Source: an optimization exercise on an open RTL-to-GDS flow (aim: small area, a short achievable clock period and few clock cycles per item). Production flows keep margins and buffers that such runs may drop.
Only the layout flow was run in this run; the RTL was not checked for function there.
Power figures rest on the tool's default switching activity, not on a simulated workload.

`design/flow/constraint.sdc`:
```
create_clock -name core_clock -period 5.5 [get_ports {clk_i}]
set_input_delay 1.1000 -clock core_clock [delete_from_list [all_inputs] [get_ports {clk_i}]]
set_output_delay 1.1000 -clock core_clock [all_outputs]
set_load 0.01 [all_outputs]
```
`design/flow/run.sh`:
```
#!/bin/bash
# synth_recipe.tcl (not shown) runs the flow's synth.tcl, then flattens the netlist and writes it again
# the make line also repeats each setting of config.mk as NAME=value (left out here)
make -C /OpenROAD-flow-scripts/flow DESIGN_CONFIG=/design/flow/config.mk WORK_HOME=/design/flow/orfs CLKGATE_MAP_FILE= SYNTH_SCRIPT=/design/flow/synth_recipe.tcl finish
```
`design/flow/config.mk`:
```
export PLATFORM = sky130hd
export DESIGN_NAME = nearest_palette_color_unit
export DESIGN_NICKNAME = nearest_palette_color_unit
export VERILOG_FILES = /design/flow/design.v
export SDC_FILE = /design/flow/constraint.sdc
export NUM_CORES = 4
export LEC_CHECK = 0
export ABC_AREA = 1
export ABC_CLOCK_PERIOD_IN_PS = 4000
export CAP_MARGIN = 20
export CORE_MARGIN = 2
export CORE_UTILIZATION = 40
export SLEW_MARGIN = 20
```
`design/flow/design.v`:
```
package npc_pkg;
  localparam int unsigned NumColors = 22;
endpackage
module nearest_palette_color_unit #(
  parameter int unsigned PALETTE_SIZE = 22
) (
  input  logic        clk_i,
  input  logic        rst_ni,
  input  logic        cfg_we_i,
  input  logic [21:0] cfg_wdata_i,
  input  logic        pixel_valid_i,
  output logic        pixel_ready_o,
  input  logic [31:0] pixel_word_i,
  output logic        result_valid_o,
  input  logic        result_ready_i,
  output logic [4:0]  color_index_o,
  output logic        none_enabled_o
);
  function automatic logic [1:0] cmp_join(input logic [1:0] hi, input logic [1:0] lo);
    cmp_join = {hi[1] | (hi[0] & lo[1]), hi[1] | (hi[0] & lo[0])};
  endfunction
  function automatic logic ge_key(input logic [11:0] x, input logic [11:0] y);
    logic [23:0] p;
    logic [23:0] q;
    q = '0;
    for (int k = 0; k < 12; k++) p[2*k +: 2] = {x[k] & ~y[k], x[k] | ~y[k]};
    q[0 +: 2] = cmp_join(p[2 +: 2], p[0 +: 2]);
    q[2 +: 2] = cmp_join(p[6 +: 2], p[4 +: 2]);
    q[4 +: 2] = cmp_join(p[10 +: 2], p[8 +: 2]);
    q[6 +: 2] = cmp_join(p[14 +: 2], p[12 +: 2]);
    q[8 +: 2] = cmp_join(p[18 +: 2], p[16 +: 2]);
    q[10 +: 2] = cmp_join(p[22 +: 2], p[20 +: 2]);
    p[0 +: 2] = cmp_join(q[2 +: 2], q[0 +: 2]);
    p[2 +: 2] = cmp_join(q[6 +: 2], q[4 +: 2]);
    p[4 +: 2] = cmp_join(q[10 +: 2], q[8 +: 2]);
    q[0 +: 2] = cmp_join(p[2 +: 2], p[0 +: 2]);
    q[2 +: 2] = p[4 +: 2];
    p[0 +: 2] = cmp_join(q[2 +: 2], q[0 +: 2]);
    ge_key = p[0];
  endfunction
  logic [21:0] enable_mask_q;
  always_ff @(posedge clk_i or negedge rst_ni) begin
    if (!rst_ni) enable_mask_q <= 22'h3fffff;
    else if (cfg_we_i) enable_mask_q <= cfg_wdata_i;
  end
  logic ready_q;
  logic take_px;
  assign pixel_ready_o = ready_q;
  assign take_px = pixel_valid_i & ready_q;
  logic [7:0] px_r, px_g, px_b;
  assign px_r = pixel_word_i[7:0];
  assign px_g = pixel_word_i[15:8];
  assign px_b = pixel_word_i[23:16];
  logic [7:0] mn_r_187;
  assign mn_r_187 = (px_r < 8'd187) ? px_r[7:0] : 8'd187;
  logic [6:0] mn_r_102;
  assign mn_r_102 = (px_r < 8'd102) ? px_r[6:0] : 7'd102;
  logic [6:0] mn_g_102;
  assign mn_g_102 = (px_g < 8'd102) ? px_g[6:0] : 7'd102;
  logic [6:0] mn_b_102;
  assign mn_b_102 = (px_b < 8'd102) ? px_b[6:0] : 7'd102;
  logic [7:0] mn_b_128;
  assign mn_b_128 = (px_b < 8'd128) ? px_b[7:0] : 8'd128;
  logic [7:0] mn_g_128;
  assign mn_g_128 = (px_g < 8'd128) ? px_g[7:0] : 8'd128;
  logic [7:0] mn_r_191;
  assign mn_r_191 = (px_r < 8'd191) ? px_r[7:0] : 8'd191;
  logic [7:0] mn_r_146;
  assign mn_r_146 = (px_r < 8'd146) ? px_r[7:0] : 8'd146;
  logic [7:0] mn_g_211;
  assign mn_g_211 = (px_g < 8'd211) ? px_g[7:0] : 8'd211;
  logic [7:0] mn_b_202;
  assign mn_b_202 = (px_b < 8'd202) ? px_b[7:0] : 8'd202;
  logic [5:0] mn_r_34;
  assign mn_r_34 = (px_r < 8'd34) ? px_r[5:0] : 6'd34;
  logic [7:0] mn_g_139;
  assign mn_g_139 = (px_g < 8'd139) ? px_g[7:0] : 8'd139;
  logic [5:0] mn_b_34;
  assign mn_b_34 = (px_b < 8'd34) ? px_b[5:0] : 6'd34;
  logic [6:0] mn_r_64;
  assign mn_r_64 = (px_r < 8'd64) ? px_r[6:0] : 7'd64;
  logic [7:0] mn_g_224;
  assign mn_g_224 = (px_g < 8'd224) ? px_g[7:0] : 8'd224;
  logic [7:0] mn_b_208;
  assign mn_b_208 = (px_b < 8'd208) ? px_b[7:0] : 8'd208;
  logic [7:0] mn_r_128;
  assign mn_r_128 = (px_r < 8'd128) ? px_r[7:0] : 8'd128;
  logic [7:0] mn_r_186;
  assign mn_r_186 = (px_r < 8'd186) ? px_r[7:0] : 8'd186;
  logic [7:0] mn_g_184;
  assign mn_g_184 = (px_g < 8'd184) ? px_g[7:0] : 8'd184;
  logic [6:0] mn_b_108;
  assign mn_b_108 = (px_b < 8'd108) ? px_b[6:0] : 7'd108;
  logic [7:0] mn_r_135;
  assign mn_r_135 = (px_r < 8'd135) ? px_r[7:0] : 8'd135;
  logic [7:0] mn_g_206;
  assign mn_g_206 = (px_g < 8'd206) ? px_g[7:0] : 8'd206;
  logic [7:0] mn_b_235;
  assign mn_b_235 = (px_b < 8'd235) ? px_b[7:0] : 8'd235;
  logic [7:0] mn_r_143;
  assign mn_r_143 = (px_r < 8'd143) ? px_r[7:0] : 8'd143;
  logic [4:0] mn_g_21;
  assign mn_g_21 = (px_g < 8'd21) ? px_g[4:0] : 5'd21;
  logic [7:0] mn_r_144;
  assign mn_r_144 = (px_r < 8'd144) ? px_r[7:0] : 8'd144;
  logic [7:0] mn_g_238;
  assign mn_g_238 = (px_g < 8'd238) ? px_g[7:0] : 8'd238;
  logic [7:0] mn_b_144;
  assign mn_b_144 = (px_b < 8'd144) ? px_b[7:0] : 8'd144;
  logic [7:0] mn_r_165;
  assign mn_r_165 = (px_r < 8'd165) ? px_r[7:0] : 8'd165;
  logic [5:0] mn_g_42;
  assign mn_g_42 = (px_g < 8'd42) ? px_g[5:0] : 6'd42;
  logic [5:0] mn_b_42;
  assign mn_b_42 = (px_b < 8'd42) ? px_b[5:0] : 6'd42;
  logic [11:0] k0;
  assign k0 = {enable_mask_q[0], 10'd382, 1'b1};
  logic [11:0] k1;
  assign k1 = {enable_mask_q[1], 10'(px_r) + 10'(px_g) + 10'(px_b) + 10'd0, 1'b0};
  logic [11:0] k2;
  assign k2 = {enable_mask_q[2], 10'(px_r) + 10'd255, 1'b0};
  logic [11:0] k3;
  assign k3 = {enable_mask_q[3], 10'(px_g) + 10'd255, 1'b0};
  logic [11:0] k4;
  assign k4 = {enable_mask_q[4], 10'(px_b) + 10'd255, 1'b0};
  logic [11:0] k5;
  assign k5 = {enable_mask_q[5], 10'(mn_r_187) + 10'd289, 1'b0};
  logic [11:0] k6;
  assign k6 = {enable_mask_q[6], 10'(mn_r_102) + 10'(mn_g_102) + 10'(mn_b_102) + 10'd229, 1'b1};
  logic [11:0] k7;
  assign k7 = {enable_mask_q[7], 10'(mn_b_128) + 10'd318, 1'b1};
  logic [11:0] k8;
  assign k8 = {enable_mask_q[8], 10'(mn_g_128) + 10'(mn_b_128) + 10'd254, 1'b1};
  logic [11:0] k9;
  assign k9 = {enable_mask_q[9], 10'(mn_r_191) + 10'(px_g) + 10'd159, 1'b1};
  logic [11:0] k10;
  assign k10 = {enable_mask_q[10], 10'(px_g) + 10'(px_b) + 10'd127, 1'b1};
  logic [11:0] k11;
  assign k11 = {enable_mask_q[11], 10'(mn_r_146) + 10'(mn_g_211) + 10'(mn_b_202) + 10'd103, 1'b0};
  logic [11:0] k12;
  assign k12 = {enable_mask_q[12], 10'(mn_r_34) + 10'(mn_g_139) + 10'(mn_b_34) + 10'd279, 1'b0};
  logic [11:0] k13;
  assign k13 = {enable_mask_q[13], 10'(mn_r_64) + 10'(mn_g_224) + 10'(mn_b_208) + 10'd134, 1'b1};
  logic [11:0] k14;
  assign k14 = {enable_mask_q[14], 10'(mn_r_128) + 10'd318, 1'b1};
  logic [11:0] k15;
  assign k15 = {enable_mask_q[15], 10'(mn_r_128) + 10'(mn_b_128) + 10'd254, 1'b1};
  logic [11:0] k16;
  assign k16 = {enable_mask_q[16], 10'(mn_r_186) + 10'(mn_g_184) + 10'(mn_b_108) + 10'd143, 1'b1};
  logic [11:0] k17;
  assign k17 = {enable_mask_q[17], 10'(mn_r_135) + 10'(mn_g_206) + 10'(mn_b_235) + 10'd94, 1'b1};
  logic [11:0] k18;
  assign k18 = {enable_mask_q[18], 10'(mn_r_143) + 10'(mn_g_21) + 10'd300, 1'b1};
  logic [11:0] k19;
  assign k19 = {enable_mask_q[19], 10'(mn_r_144) + 10'(mn_g_238) + 10'(mn_b_144) + 10'd119, 1'b1};
  logic [11:0] k20;
  assign k20 = {enable_mask_q[20], 10'(mn_r_165) + 10'(mn_g_42) + 10'(mn_b_42) + 10'd258, 1'b0};
  logic [11:0] k21;
  assign k21 = {enable_mask_q[21], 10'(px_r) + 10'(px_g) + 10'd127, 1'b1};
  logic [11:0] t1_0_key;
  logic [1:0] t1_0_idx;
  logic t1_0_ge01;
  assign t1_0_ge01 = ge_key(k0, k1);
  logic t1_0_ge02;
  assign t1_0_ge02 = ge_key(k0, k2);
  logic t1_0_ge03;
  assign t1_0_ge03 = ge_key(k0, k3);
  logic t1_0_ge12;
  assign t1_0_ge12 = ge_key(k1, k2);
  logic t1_0_ge13;
  assign t1_0_ge13 = ge_key(k1, k3);
  logic t1_0_ge23;
  assign t1_0_ge23 = ge_key(k2, k3);
  logic t1_0_w0;
  assign t1_0_w0 = t1_0_ge01 & t1_0_ge02 & t1_0_ge03;
  logic t1_0_w1;
  assign t1_0_w1 = t1_0_ge12 & t1_0_ge13 & !t1_0_ge01;
  logic t1_0_w2;
  assign t1_0_w2 = t1_0_ge23 & !t1_0_ge02 & !t1_0_ge12;
  logic t1_0_w3;
  assign t1_0_w3 = !t1_0_ge03 & !t1_0_ge13 & !t1_0_ge23;
  assign t1_0_key = ({12{t1_0_w0}} & k0) | ({12{t1_0_w1}} & k1) | ({12{t1_0_w2}} & k2) | ({12{t1_0_w3}} & k3);
  assign t1_0_idx = 2'(({2{t1_0_w0}} & 2'd0) | ({2{t1_0_w1}} & 2'd1) | ({2{t1_0_w2}} & 2'd2) | ({2{t1_0_w3}} & 2'd3));
  logic [11:0] t1_1_key;
  logic [1:0] t1_1_idx;
  logic t1_1_ge01;
  assign t1_1_ge01 = ge_key(k4, k5);
  logic t1_1_ge02;
  assign t1_1_ge02 = ge_key(k4, k6);
  logic t1_1_ge03;
  assign t1_1_ge03 = ge_key(k4, k7);
  logic t1_1_ge12;
  assign t1_1_ge12 = ge_key(k5, k6);
  logic t1_1_ge13;
  assign t1_1_ge13 = ge_key(k5, k7);
  logic t1_1_ge23;
  assign t1_1_ge23 = ge_key(k6, k7);
  logic t1_1_w0;
  assign t1_1_w0 = t1_1_ge01 & t1_1_ge02 & t1_1_ge03;
  logic t1_1_w1;
  assign t1_1_w1 = t1_1_ge12 & t1_1_ge13 & !t1_1_ge01;
  logic t1_1_w2;
  assign t1_1_w2 = t1_1_ge23 & !t1_1_ge02 & !t1_1_ge12;
  logic t1_1_w3;
  assign t1_1_w3 = !t1_1_ge03 & !t1_1_ge13 & !t1_1_ge23;
  assign t1_1_key = ({12{t1_1_w0}} & k4) | ({12{t1_1_w1}} & k5) | ({12{t1_1_w2}} & k6) | ({12{t1_1_w3}} & k7);
  assign t1_1_idx = 2'(({2{t1_1_w0}} & 2'd0) | ({2{t1_1_w1}} & 2'd1) | ({2{t1_1_w2}} & 2'd2) | ({2{t1_1_w3}} & 2'd3));
  logic [11:0] t1_2_key;
  logic [1:0] t1_2_idx;
  logic t1_2_ge01;
  assign t1_2_ge01 = ge_key(k8, k9);
  logic t1_2_ge02;
  assign t1_2_ge02 = ge_key(k8, k10);
  logic t1_2_ge03;
  assign t1_2_ge03 = ge_key(k8, k11);
  logic t1_2_ge12;
  assign t1_2_ge12 = ge_key(k9, k10);
  logic t1_2_ge13;
  assign t1_2_ge13 = ge_key(k9, k11);
  logic t1_2_ge23;
  assign t1_2_ge23 = ge_key(k10, k11);
  logic t1_2_w0;
  assign t1_2_w0 = t1_2_ge01 & t1_2_ge02 & t1_2_ge03;
  logic t1_2_w1;
  assign t1_2_w1 = t1_2_ge12 & t1_2_ge13 & !t1_2_ge01;
  logic t1_2_w2;
  assign t1_2_w2 = t1_2_ge23 & !t1_2_ge02 & !t1_2_ge12;
  logic t1_2_w3;
  assign t1_2_w3 = !t1_2_ge03 & !t1_2_ge13 & !t1_2_ge23;
  assign t1_2_key = ({12{t1_2_w0}} & k8) | ({12{t1_2_w1}} & k9) | ({12{t1_2_w2}} & k10) | ({12{t1_2_w3}} & k11);
  assign t1_2_idx = 2'(({2{t1_2_w0}} & 2'd0) | ({2{t1_2_w1}} & 2'd1) | ({2{t1_2_w2}} & 2'd2) | ({2{t1_2_w3}} & 2'd3));
  logic [11:0] t1_3_key;
  logic [1:0] t1_3_idx;
  logic t1_3_ge01;
  assign t1_3_ge01 = ge_key(k12, k13);
  logic t1_3_ge02;
  assign t1_3_ge02 = ge_key(k12, k14);
  logic t1_3_ge03;
  assign t1_3_ge03 = ge_key(k12, k15);
  logic t1_3_ge12;
  assign t1_3_ge12 = ge_key(k13, k14);
  logic t1_3_ge13;
  assign t1_3_ge13 = ge_key(k13, k15);
  logic t1_3_ge23;
  assign t1_3_ge23 = ge_key(k14, k15);
  logic t1_3_w0;
  assign t1_3_w0 = t1_3_ge01 & t1_3_ge02 & t1_3_ge03;
  logic t1_3_w1;
  assign t1_3_w1 = t1_3_ge12 & t1_3_ge13 & !t1_3_ge01;
  logic t1_3_w2;
  assign t1_3_w2 = t1_3_ge23 & !t1_3_ge02 & !t1_3_ge12;
  logic t1_3_w3;
  assign t1_3_w3 = !t1_3_ge03 & !t1_3_ge13 & !t1_3_ge23;
  assign t1_3_key = ({12{t1_3_w0}} & k12) | ({12{t1_3_w1}} & k13) | ({12{t1_3_w2}} & k14) | ({12{t1_3_w3}} & k15);
  assign t1_3_idx = 2'(({2{t1_3_w0}} & 2'd0) | ({2{t1_3_w1}} & 2'd1) | ({2{t1_3_w2}} & 2'd2) | ({2{t1_3_w3}} & 2'd3));
  logic [11:0] t1_4_key;
  logic [1:0] t1_4_idx;
  logic t1_4_ge01;
  assign t1_4_ge01 = ge_key(k16, k17);
  logic t1_4_ge02;
  assign t1_4_ge02 = ge_key(k16, k18);
  logic t1_4_ge03;
  assign t1_4_ge03 = ge_key(k16, k19);
  logic t1_4_ge12;
  assign t1_4_ge12 = ge_key(k17, k18);
  logic t1_4_ge13;
  assign t1_4_ge13 = ge_key(k17, k19);
  logic t1_4_ge23;
  assign t1_4_ge23 = ge_key(k18, k19);
  logic t1_4_w0;
  assign t1_4_w0 = t1_4_ge01 & t1_4_ge02 & t1_4_ge03;
  logic t1_4_w1;
  assign t1_4_w1 = t1_4_ge12 & t1_4_ge13 & !t1_4_ge01;
  logic t1_4_w2;
  assign t1_4_w2 = t1_4_ge23 & !t1_4_ge02 & !t1_4_ge12;
  logic t1_4_w3;
  assign t1_4_w3 = !t1_4_ge03 & !t1_4_ge13 & !t1_4_ge23;
  assign t1_4_key = ({12{t1_4_w0}} & k16) | ({12{t1_4_w1}} & k17) | ({12{t1_4_w2}} & k18) | ({12{t1_4_w3}} & k19);
  assign t1_4_idx = 2'(({2{t1_4_w0}} & 2'd0) | ({2{t1_4_w1}} & 2'd1) | ({2{t1_4_w2}} & 2'd2) | ({2{t1_4_w3}} & 2'd3));
  logic [11:0] t1_5_key;
  logic [1:0] t1_5_idx;
  logic t1_5_ge01;
  assign t1_5_ge01 = ge_key(k20, k21);
  logic t1_5_w0;
  assign t1_5_w0 = t1_5_ge01;
  logic t1_5_w1;
  assign t1_5_w1 = !t1_5_ge01;
  assign t1_5_key = t1_5_w0 ? k20 : k21;
  assign t1_5_idx = 2'(t1_5_w0 ? 2'd0 : 2'd1);
  logic [11:0] r1_0_key;
  logic [1:0] r1_0_idx;
  logic [11:0] r1_1_key;
  logic [1:0] r1_1_idx;
  logic [11:0] r1_2_key;
  logic [1:0] r1_2_idx;
  logic [11:0] r1_3_key;
  logic [1:0] r1_3_idx;
  logic [11:0] r1_4_key;
  logic [1:0] r1_4_idx;
  logic [11:0] r1_5_key;
  logic [1:0] r1_5_idx;
  logic vs1_q;
  always_ff @(posedge clk_i) begin
    r1_0_key <= t1_0_key;
    r1_0_idx <= t1_0_idx;
    r1_1_key <= t1_1_key;
    r1_1_idx <= t1_1_idx;
    r1_2_key <= t1_2_key;
    r1_2_idx <= t1_2_idx;
    r1_3_key <= t1_3_key;
    r1_3_idx <= t1_3_idx;
    r1_4_key <= t1_4_key;
    r1_4_idx <= t1_4_idx;
    r1_5_key <= t1_5_key;
    r1_5_idx <= t1_5_idx;
  end
  always_ff @(posedge clk_i or negedge rst_ni) begin
    if (!rst_ni) vs1_q <= 1'b0;
    else vs1_q <= take_px;
  end
  logic [11:0] t2_0_key;
  logic [3:0] t2_0_idx;
  logic t2_0_ge01;
  assign t2_0_ge01 = ge_key(r1_0_key, r1_1_key);
  logic t2_0_ge02;
  assign t2_0_ge02 = ge_key(r1_0_key, r1_2_key);
  logic t2_0_ge03;
  assign t2_0_ge03 = ge_key(r1_0_key, r1_3_key);
  logic t2_0_ge12;
  assign t2_0_ge12 = ge_key(r1_1_key, r1_2_key);
  logic t2_0_ge13;
  assign t2_0_ge13 = ge_key(r1_1_key, r1_3_key);
  logic t2_0_ge23;
  assign t2_0_ge23 = ge_key(r1_2_key, r1_3_key);
  logic t2_0_w0;
  assign t2_0_w0 = t2_0_ge01 & t2_0_ge02 & t2_0_ge03;
  logic t2_0_w1;
  assign t2_0_w1 = t2_0_ge12 & t2_0_ge13 & !t2_0_ge01;
  logic t2_0_w2;
  assign t2_0_w2 = t2_0_ge23 & !t2_0_ge02 & !t2_0_ge12;
  logic t2_0_w3;
  assign t2_0_w3 = !t2_0_ge03 & !t2_0_ge13 & !t2_0_ge23;
  assign t2_0_key = ({12{t2_0_w0}} & r1_0_key) | ({12{t2_0_w1}} & r1_1_key) | ({12{t2_0_w2}} & r1_2_key) | ({12{t2_0_w3}} & r1_3_key);
  assign t2_0_idx = 4'(({4{t2_0_w0}} & {2'd0, r1_0_idx}) | ({4{t2_0_w1}} & {2'd1, r1_1_idx}) | ({4{t2_0_w2}} & {2'd2, r1_2_idx}) | ({4{t2_0_w3}} & {2'd3, r1_3_idx}));
  logic [11:0] t2_1_key;
  logic [3:0] t2_1_idx;
  logic t2_1_ge01;
  assign t2_1_ge01 = ge_key(r1_4_key, r1_5_key);
  logic t2_1_w0;
  assign t2_1_w0 = t2_1_ge01;
  logic t2_1_w1;
  assign t2_1_w1 = !t2_1_ge01;
  assign t2_1_key = t2_1_w0 ? r1_4_key : r1_5_key;
  assign t2_1_idx = 4'(t2_1_w0 ? {2'd0, r1_4_idx} : {2'd1, r1_5_idx});
  logic [11:0] t3_0_key;
  logic [4:0] t3_0_idx;
  logic t3_0_ge01;
  assign t3_0_ge01 = ge_key(t2_0_key, t2_1_key);
  logic t3_0_w0;
  assign t3_0_w0 = t3_0_ge01;
  logic t3_0_w1;
  assign t3_0_w1 = !t3_0_ge01;
  assign t3_0_key = t3_0_w0 ? t2_0_key : t2_1_key;
  assign t3_0_idx = 5'(t3_0_w0 ? {1'd0, t2_0_idx} : {1'd1, t2_1_idx});
  logic [5:0] res;
  logic      res_v;
  assign res = {!t3_0_key[11], t3_0_key[11] ? 5'(t3_0_idx) : 5'd0};
  assign res_v = vs1_q;
  logic [2:0] q_v;
  logic [5:0] q0_q;
  logic [5:0] q1_q;
  logic [5:0] q2_q;
  logic take_res;
  assign take_res = q_v[0] & result_ready_i;
  assign result_valid_o = q_v[0];
  assign color_index_o = q0_q[4:0];
  assign none_enabled_o = q0_q[5];
  logic [2:0] sh_v;
  logic [2:0] nx_v;
  assign sh_v = take_res ? (q_v >> 1) : q_v;
  assign nx_v = sh_v | (res_v ? ((sh_v + 1'b1) & ~sh_v) : '0);
  always_ff @(posedge clk_i) begin
    q0_q <= sh_v[0] ? (take_res ? q1_q : q0_q) : res;
    q1_q <= sh_v[1] ? (take_res ? q2_q : q1_q) : res;
    q2_q <= sh_v[2] ? q2_q : res;
  end
  always_ff @(posedge clk_i or negedge rst_ni) begin
    if (!rst_ni) q_v <= '0;
    else q_v <= nx_v;
  end
  logic [3:0] occ_nx;
  assign occ_nx = 4'(take_px) + 4'($countones(nx_v));
  always_ff @(posedge clk_i or negedge rst_ni) begin
    if (!rst_ni) ready_q <= 1'b0;
    else ready_q <= occ_nx < 4'd3;
  end
endmodule
```
==> run notes <==
[area by class of cell]
type | instances | area [sq um] | share of cell area
clock buffers | 17 | 425 | 0.0151
clock inverters | 15 | 170 | 0.00605
inverters | 701 | 2640 | 0.0940
multi-input cells | 2736 | 16300 | 0.580
flip-flops and latches | 126 | 2870 | 0.102
well taps | 696 | 871 | 0.0310
repair buffers | 592 | 4810 | 0.171
repair inverters | 1 | 7.51 | 0.000267
[cell usage after synthesis, types with 3 or more instances]
cell,number
o22ai_1,47
nand3_2,5
o221ai_1,7
nand3b_1,11
o2111ai_1,3
maj3_1,4
nand2_2,17
o211ai_1,32
nand3_1,225
a31oi_1,17
dfstp_2,22
o21ai_0,209
a22oi_1,8
xnor2_1,17
a21o_1,9
o21ai_1,25
a21oi_1,179
inv_1,669
xor2_1,70
nor3_1,21
inv_2,26
nor4_1,3
and2_1,4
or2_2,14
xor2_2,3
ha_1,220
edfxtp_1,18
clkbuf_1,42
o21bai_1,20
a21oi_2,5
buf_2,36
dfrtp_1,5
nor2_1,383
fa_1,67
o311ai_0,5
clkinv_1,6
nand2_1,942
nand2_4,7
nor2_2,14
nand4_1,86
o31ai_1,16
buf_6,5
dfxtp_1,81
a211oi_1,7
[critical path: cells and delay by family]
family          cells  cell delay, ns
compound gates      7            1.00
buf+inv             9            1.31
simple gates       11            1.24
fa+ha+maj           3            0.96
[worst paths after layout]
check / start / end / cells after the start
setup / recovery: pixel_word_i[22] / r1_4_key[10] / 30
hold / removal: vs1_q / q_v[0] / 2
setup reg to reg: r1_4_key[6] / q1_q[0] / 23
hold reg to reg: vs1_q / q_v[0] / 2
max in group asynchronous: rst_ni / q_v[2] / 1
min in group asynchronous: rst_ni / q_v[0] / 1
[where the power goes]
part,switching [mW],internal [mW]
registers,0.469,1.38
clock network,0.535,0.607
logic,6.06,4.09
[through the flow]
step | setup TNS, ns | utilization | area, sq um | std cells | setup slack [ns]
floorplan | 0 | - | 21800 | 3650 | 0.222
global placement | -37.61 | 0.495 | 26600 | 4816 | -0.816
detailed placement | -40.25 | 0.495 | 26600 | 4816 | -0.907
CTS | 0 | 0.508 | 27300 | 4851 | 0.00501
global route | -0.451 | 0.522 | 28100 | 4884 | -0.0636
finish | 0 | 0.522 | 28100 | 4884 | 0.221
[state kept, by name, summed over array words and instances, names as in the netlist, 2 cells and up]
signal	cells
r1_0_key	12
q2_q	6
q1_q	6
r1_3_idx	2
q0_q	6
enable_mask_q	22
r1_1_key	12
r1_4_idx	2
q_v	3
r1_0_idx	2
r1_2_key	12
r1_4_key	12
r1_3_key	12
r1_2_idx	2
r1_5_key	12
[cell families after synthesis]
| logic type | after synthesis |
|---|---|
| AOI/OAI and AO/OA | 608 |
| xor gates and xnor gates | 90 |
| adders and majority gates | 291 |
| buffers and inverters | 788 |
| DFF | 126 |
| muxes | 2 |
| other | 1 |
| and+or+nand+nor | 1744 |
[layer usage]
metal / wire (um) / GRT usage / part of all wire
met2: 35600 / 0.456 / 0.44
met3: 4590 / 0.0390 / 0.057
met5: 0 / 0 / 0
met1: 36700 / 0.378 / 0.46
met4: 3140 / 0.0999 / 0.039
[timing repair]
action | in CTS | in global routing
pin swaps | 4 | 52
setup endpoints to repair | 50 | 78
buffers inserted | 3 | 31
gates resized for setup | 30 | 173
cloned | 0 | 3
==> qor.yml <==
setup_path:
  critPathKind: "in -> reg"
  rrSetupSlack_ns: 2.02
  worstPathRequired_ns: 5.86
  slowest_delay_ns: 0.48
  crit_fanout: 6
  cp-start-kind: "input port"
  crit_slowest_cell: "clkdlybuf4s50_1"
  cp.arrival_ns: 5.64
  end_kind: "register"
detailed_routing:
  remaining_drc_errors: 0
  ant_nets: 0
  wire_per_inst_um: 16.4
  wl_um: 80100
  drtPass1Iterations: 5
  viasPerCell: 5.10
  drtIter0Drc: 1910
  dr_total_vias: 24900
sta:
  tightest_slew_ns: 0.916
  drv_slew: 0
  min_period_over_period: 0.960
  clock_skew_ns: 0.0168
  max_freq_mhz: 189
  slew_headroom: 0.389
  finalHoldViolCount: 0
  holdWs_ns: 0.482
  setup_violations: 0
  period_minus_slack_ns: 5.28
cts:
  clk_pin_slew_ns: 0.07
  cts_made_buffers: 17
  ctsLongestPathBuffers: 2
  clkSinkCount: 126
  cts_tree: "yes"
  htreeDepth: 4
  cts_hold_buffers: 0
  cts_root_buf: "clkbuf_16"
  clk_latency_ns: 0.47
synthesis:
  yosysTopAreaCellShare: 0.162
  syn-num-nets: 3996
  synth_top_family_by_area: "simple AND/OR/NAND/NOR gates"
  yosys.area_share.adder: 0.190
  synth_xor_area_frac: 0.0372
  synth-edff-count: 18
  synth-seq-cells: 126
  synth_area_per_cell_sq_um: 5.97
  yosysUniqueCellTypes: 71
  muxShareOfSynthArea: 0.00103
  synthFlopType: "dfxtp_1"
  yosys.area.top_type: "nand2_1"
  async_reset_ff_frac: 0.214
  ys_seq_area_frac: 0.131
  yosys_warnings: 1
  synth_area_sq_um: 21800
  synthSimpleGateAreaFrac: 0.339
  synth_area_leaders: "nand2_1 (16%), ha_1 (13%), inv_1 (12%), dfxtp_1 (7.4%), nor2_1 (6.6%)"
  netlist_instances: 3650
  synth_compound_area_frac: 0.162
finish:
  final_cell_mix: "nand2_1 (931), inv_1 (657), buf_4 (504)"
  area_growth_pct: 29.0
  layout_commonest_cell: "nand2_1"
  fillers: 5584
  antenna_cells: 0
  layout.nets: 4521
  layout-drive-gt1-share: 0.190
die:
  core_area_sq_um: 53800
  die_h_um: 237
  row_count: 85
  die_x_um: 237
  dieArea_sq_um: 56400
  start_util: 0.405
  ios: 67
global_routing:
  grt_usage: 0.280
  antenna_found_initial: 0
  gr-total-overflow: 0
  grt_pass1_wl_um: 123000
  grt_max_degree: 43
  grt_pass1_vias: 22700
placed_design:
  globalplace.congestion: 1.03
  io_buffers: 58
  hpwl_um: 67000
min_path:
  hp-class: "reg -> reg"
power_and_ir_drop:
  p_per_area_nw_per_um2: 468
  p_leak_nw: 15.3
  total_power_mw: 13.1
  peakVddDrop_uv: 391
status:
  outcome: "complete, no violations"
flow_run:
  drv_cap: 0

[port drivers added, routing unchanged]
No port has a modelled driver above. Below, the same layout with a new extraction and two added sets of constraints.
Step 1 (the two cells are an assumption about what drives the block):
set clk [get_ports {clk_i}]
set_driving_cell -lib_cell sky130_fd_sc_hd__clkbuf_16 $clk
set_driving_cell -lib_cell sky130_fd_sc_hd__buf_2 [delete_from_list [all_inputs] $clk]
Step 2 also shifts input and output timing later by t, the mid clock arrival at the registers, as if the neighbouring blocks saw the same clock.
Three values: ideal, step 1, step 2; two values: the first two.
shift t [ns]: 0.526
setup WS [ns]: 0.221 / 0.259 / -0.267
worst setup path at the end: input to register
worst slew at a driven data input, ns: 0.05
With both steps, setup timing fails in this run, where it was met with ideal ports. For this run, drivers alone change the setup slack by +0.038 ns; drivers and shift together by -0.488 ns.
